Source: an optimization exercise on an open RTL-to-GDS flow (aim: small area, a short achievable clock period and few clock cycles). Production flows keep margins and buffers that such runs may drop. RTL that was checked went through simulation tests only; none was proved equivalent to the original.

middle:
// accum_bank_ctl
module accum_bank_ctl
#(
    parameter int NUM_CH   = 32,
    parameter int IN_W     = 17,
    parameter int ACC_W    = 24,
    parameter int CNT_W    = 8
) (
    input  logic                    clk,
    input  logic                    reset_n,
    input  logic                    start,
    input  logic [CNT_W-1:0]        len,
    input  logic                    in_valid,
    output logic                    in_ready,
    input  logic [NUM_CH*IN_W-1:0]  accum_i,
    output logic                    out_valid,
    input  logic                    out_ready,
    output logic [NUM_CH*ACC_W-1:0] result,
    output logic [NUM_CH-1:0]       ovf,
    output logic                    busy
);
    logic             busy_q, rdy_q, vld_q;
    logic [1:0]       settle_q;
    logic [CNT_W-1:0] cnt_q;
    logic             go, beat, last;
    assign go   = start & (~busy_q | (vld_q & out_ready));
    assign beat = in_valid & rdy_q;
    assign last = beat & (cnt_q == CNT_W'(1));
    always_ff @(posedge clk or negedge reset_n) begin
        if (!reset_n) begin
  ...
Size in the first run: ~7400 cells after synthesis, roughly 880 flip-flops, about 1400 I/O pins.
==> module accum_lane, before the edit <==
module accum_lane
#(
    parameter int IN_W  = 17,
    parameter int ACC_W = 24,
    parameter int L0_W  = 9
) (
    input  logic             clk,
    input  logic             clr_i,    
    input  logic             en_i,     
    input  logic [IN_W-1:0]  in_i,
    output logic [ACC_W-1:0] acc_o,
    output logic             ovf_o
);
    localparam int L1_W = IN_W - L0_W;
    localparam int HI_W = ACC_W - IN_W;
    logic [L0_W-1:0] lo0_q, lo0_s, lo0_n;
    logic [L1_W-1:0] lo1_q, lo1_s, lo1_i, lo1_n;
    logic [HI_W-1:0] hi_q, hi_s;
    logic            c0_q, c0_s, c1_q, c1_s, c1_i, c1_n, hc, ovf_q, sat;
    assign {c0_s, lo0_s} = {1'b0, lo0_q} + {1'b0, in_i[L0_W-1:0]};
    assign {c1_s, lo1_s} = {1'b0, lo1_q} + {1'b0, in_i[IN_W-1:L0_W]} + {{L1_W{1'b0}}, c0_q};
    assign {c1_i, lo1_i} = {1'b0, lo1_q} + {{L1_W{1'b0}}, c0_q};
    assign {hc, hi_s}    = {1'b0, hi_q} + {{HI_W{1'b0}}, c1_q};
    assign sat           = ovf_q | hc;
    assign lo0_n = en_i ? lo0_s : lo0_q;
    assign lo1_n = en_i ? lo1_s : lo1_i;
    assign c1_n  = en_i ? c1_s : c1_i;
    always_ff @(posedge clk) begin
        lo0_q <= (lo0_n | {L0_W{sat}}) & {L0_W{~clr_i}};
        lo1_q <= (lo1_n | {L1_W{sat}}) & {L1_W{~clr_i}};
        hi_q  <= (hi_s | {HI_W{sat}}) & {HI_W{~clr_i}};
        c0_q  <= en_i & c0_s & ~clr_i;
        c1_q  <= c1_n & ~clr_i;
        ovf_q <= sat & ~clr_i;
    end
    assign acc_o = {hi_q, lo1_q, lo0_q};
    assign ovf_o = ovf_q;
endmodule
Settings: LEC_CHECK=0, CAP_MARGIN=20, CORE_MARGIN=2, CORE_UTILIZATION=45, SETUP_SLACK_MARGIN=2.4, SLEW_MARGIN=20; clock period 4.8 ns.
standard.sh (not shown) runs the stock make flow with config.mk's settings and CLKGATE_MAP_FILE= SYNTH_SCRIPT=/design/flow/synth_recipe.tcl, a recipe that flattens the netlist after the stock synthesis.
==> flow/flow/run.sh <==
#!/bin/bash
# Layout flow: the standard layout (standard.sh, ORFS with the standard synthesis), with two
# changes: the port buffers are buf_2 cells instead of the resizer's default pick, and the pins
# may sit on adjacent routing tracks, so the die need not grow to fit 1360 pins.
# Each tool's full output is kept in a log file of its own in this folder.
set -euo pipefail
export BUFFER_PORTS_ARGS="-buffer_cell sky130_fd_sc_hd__buf_2"
export PLACE_PINS_ARGS="-min_distance 1 -min_distance_in_tracks"
bash standard.sh synth > synth.log 2>&1
bash standard.sh > layout.log 2>&1
Testbench counts of middle, summed over its fixed seeds: cycles 17,923.
diff inputs: middle => north
==> flow/design.v, changed modules only <==
module accum_lane
#(
    parameter int IN_W  = 17,
    parameter int ACC_W = 24,
    parameter int L0_W  = 9
) (
    input  logic             clk,
    input  logic             clr_i,    
    input  logic             en_i,     
    input  logic [IN_W-1:0]  in_i,
    output logic [ACC_W-1:0] acc_o,
    output logic             ovf_o
);
    localparam int L1_W = IN_W - L0_W;
    localparam int HI_W = ACC_W - IN_W;
    logic [L0_W-1:0] lo0_q, lo0_s;
    logic [L1_W-1:0] lo1_q, lo1_s;
    logic [HI_W-1:0] hi_q, hi_s;
    logic [IN_W-1:0] b;
    logic            c0_q, c0_s, c1_q, c1_s, hc, ovf_q, sat;
    assign b             = in_i & {IN_W{en_i}};
    assign {c0_s, lo0_s} = {1'b0, lo0_q} + {1'b0, b[L0_W-1:0]};
    assign {c1_s, lo1_s} = {1'b0, lo1_q} + {1'b0, b[IN_W-1:L0_W]} + {{L1_W{1'b0}}, c0_q};
    assign {hc, hi_s}    = {1'b0, hi_q} + {{HI_W{1'b0}}, c1_q};
    assign sat           = ovf_q | hc;
    always_ff @(posedge clk) begin
        lo0_q <= (lo0_s | {L0_W{sat}}) & {L0_W{~clr_i}};
        lo1_q <= (lo1_s | {L1_W{sat}}) & {L1_W{~clr_i}};
        hi_q  <= (hi_s | {HI_W{sat}}) & {HI_W{~clr_i}};
        c0_q  <= c0_s & ~clr_i;
        c1_q  <= c1_s & ~clr_i;
        ovf_q <= sat & ~clr_i;
    end
    assign acc_o = {hi_q, lo1_q, lo0_q};
    assign ovf_o = ovf_q;
endmodule
--- outcome ---
north: it failed during 5_1_grt, and the tool reported GRT-0232. Lower HPWL after detailed placement goes to north over middle. Re average cell area after synthesis: north is 0.32 sq um up on middle. Compared with middle, in north multiplexer share of the synthesized area lost 1.5 points, post-synthesis share of cell area spent on xor and xnor gates increased by 2.3 points relative to the old numbers, placement-stage cell area down 13%, sequential cell area fraction in the yosys report moved up, total of cells resized after clock tree synthesis has increased. Going from middle to north, overall die height shrinks by 7.7%. north ends up with lower share of synthesized cell area in and, or, nand and nor gates than middle does.
Function not checked in north: the RTL went through the layout flow alone.

---

Setup of harbor:
accum_bank_ctl, a different RTL version from the one above (not shown whole).
Size: ~850 flip-flops, roughly 0.053 mm² of cells after synthesis.
==> module accum_lane, before the edit <==
module accum_lane
#(
    parameter int IN_W  = 17,
    parameter int ACC_W = 24
) (
    input  logic             clk,
    input  logic             clr_i,    
    input  logic             en_i,     
    input  logic [IN_W-1:0]  in_i,
    output logic [ACC_W-1:0] acc_o,
    output logic             ovf_o
);
    localparam int HI_W = ACC_W - IN_W;
    localparam int LV   = $clog2(IN_W);
    logic [IN_W-1:0] lo_q, lo_m, lo_s, b;
    logic [HI_W-1:0] hi_q, hi_m, hi_s;
    logic            c_q, c_m, c_s, hc, ovf_q, ovf_m, sat;
    logic [IN_W-1:0] gg [LV+1];
    logic [IN_W-1:0] pp [LV+1];
    assign lo_m  = lo_q & {IN_W{~clr_i}};
    assign hi_m  = hi_q & {HI_W{~clr_i}};
    assign c_m   = c_q & ~clr_i;
    assign ovf_m = ovf_q & ~clr_i;
    assign b     = in_i & {IN_W{en_i}};
    assign gg[0] = lo_m & b;
    assign pp[0] = lo_m ^ b;
    for (genvar l = 1; l <= LV; l++) begin : g_lvl
        for (genvar i = 0; i < IN_W; i++) begin : g_bit
            if ((i >> (l - 1)) % 2 == 1) begin : g_op
                localparam int J = ((i >> (l - 1)) << (l - 1)) - 1;
                assign gg[l][i] = gg[l-1][i] | (pp[l-1][i] & gg[l-1][J]);
                assign pp[l][i] = pp[l-1][i] & pp[l-1][J];
            end else begin : g_pass
                assign gg[l][i] = gg[l-1][i];
                assign pp[l][i] = pp[l-1][i];
            end
        end
    end
    assign lo_s = pp[0] ^ {gg[LV][IN_W-2:0], 1'b0};
    assign c_s  = gg[LV][IN_W-1];
    assign {hc, hi_s} = {1'b0, hi_m} + {{HI_W{1'b0}}, c_m};
    assign sat        = ovf_m | hc;
    always_ff @(posedge clk) begin
        lo_q  <= lo_s | {IN_W{sat}};
        hi_q  <= hi_s | {HI_W{sat}};
        c_q   <= c_s;
        ovf_q <= sat;
    end
    assign acc_o = {hi_q, lo_q};
    assign ovf_o = ovf_q;
endmodule
make LEC_CHECK=0 CAP_MARGIN=20 CORE_MARGIN=2 CORE_UTILIZATION=40 SETUP_SLACK_MARGIN=2.0 SLEW_MARGIN=20 finish   # period 4.8 ns
run.sh (not shown) runs the stock make flow with config.mk's settings and CLKGATE_MAP_FILE= SYNTH_SCRIPT=/design/flow/synth_recipe.tcl, a recipe that flattens the netlist after the stock synthesis.
Stock flow here: none of the scripts above is used.
harbor never completed, since it errored out during I/O pin placement.
Changes in violet relative to harbor:
diff --git a/flow/design.v b/flow/design.v
--- a/flow/design.v
+++ b/flow/design.v
@@ -14,35 +14,18 @@
     output logic             ovf_o
 );
     localparam int HI_W = ACC_W - IN_W;
-    localparam int LV   = $clog2(IN_W);
-    logic [IN_W-1:0] lo_q, lo_m, lo_s, b;
+    logic [IN_W-1:0] lo_q, lo_m, lo_s;
     logic [HI_W-1:0] hi_q, hi_m, hi_s;
     logic            c_q, c_m, c_s, hc, ovf_q, ovf_m, sat;
-    logic [IN_W-1:0] gg [LV+1];
-    logic [IN_W-1:0] pp [LV+1];
-    assign lo_m  = lo_q & {IN_W{~clr_i}};
-    assign hi_m  = hi_q & {HI_W{~clr_i}};
-    assign c_m   = c_q & ~clr_i;
-    assign ovf_m = ovf_q & ~clr_i;
-    assign b     = in_i & {IN_W{en_i}};
-    assign gg[0] = lo_m & b;
-    assign pp[0] = lo_m ^ b;
-    for (genvar l = 1; l <= LV; l++) begin : g_lvl
-        for (genvar i = 0; i < IN_W; i++) begin : g_bit
-            if ((i >> (l - 1)) % 2 == 1) begin : g_op
-                localparam int J = ((i >> (l - 1)) << (l - 1)) - 1;
-                assign gg[l][i] = gg[l-1][i] | (pp[l-1][i] & gg[l-1][J]);
-                assign pp[l][i] = pp[l-1][i] & pp[l-1][J];
-            end else begin : g_pass
-                assign gg[l][i] = gg[l-1][i];
-                assign pp[l][i] = pp[l-1][i];
-            end
-        end
+    always_comb begin
+        lo_m       = lo_q & {IN_W{~clr_i}};
+        hi_m       = hi_q & {HI_W{~clr_i}};
+        c_m        = c_q & ~clr_i;
+        ovf_m      = ovf_q & ~clr_i;
+        {c_s, lo_s} = {1'b0, lo_m} + {1'b0, in_i & {IN_W{en_i}}};
+        {hc, hi_s}  = {1'b0, hi_m} + {{HI_W{1'b0}}, c_m};
+        sat        = ovf_m | hc;
     end
-    assign lo_s = pp[0] ^ {gg[LV][IN_W-2:0], 1'b0};
-    assign c_s  = gg[LV][IN_W-1];
-    assign {hc, hi_s} = {1'b0, hi_m} + {{HI_W{1'b0}}, c_m};
-    assign sat        = ovf_m | hc;
     always_ff @(posedge clk) begin
         lo_q  <= lo_s | {IN_W{sat}};
         hi_q  <= hi_s | {HI_W{sat}};
### Flow results
The higher number of different library cells in the post-synthesis netlist of harbor and violet is in violet.
In violet, the compound-gate portion of the synthesized area came out 4.8 points above the value in harbor.
harbor → violet: summed instance area of the synthesized netlist went up by about 6.6%, simple-gate portion of the synthesized area went down by 0.22 points.
Cmp harbor and violet / count of standard-cell rows / higher: violet
Having completed the whole flow, violet delivered a layout that passed the timing, design-rule and antenna checks.
Synthesized cell count (higher): violet
Testbench counts of violet, summed over its fixed seeds: cycles 17,539.
For harbor, only the layout was checked, not whether the RTL still works.

## separate check: timing with driven ports
No port has a modelled driver above. Below, the same layouts with a new extraction and two added sets of constraints. Step 1, drivers: a clkbuf_16 drives clk and a buf_2 each remaining input, both assumed. Step 2 times the ports against the registers' clock, not the clock port: input delays grow and output delays shrink by t, the midpoint of the rising clock arrivals with the driver on. Slacks: no drivers / after step 1 / after step 2; pairs: no drivers / after step 1.
run | t (ns) | slack for setup (ns) | worst register clock-pin slew, ns
middle | 0.790 | 2.406 / 2.326 / 1.814 | 0.07 / 0.07
violet | 0.805 | 1.566 / 1.566 / 0.824 | 0.07 / 0.07
After both steps every run listed still meets setup and hold. The setup slack of violet, which loses most, moves by 0.000 ns with the drivers and by -0.742 ns with both steps.
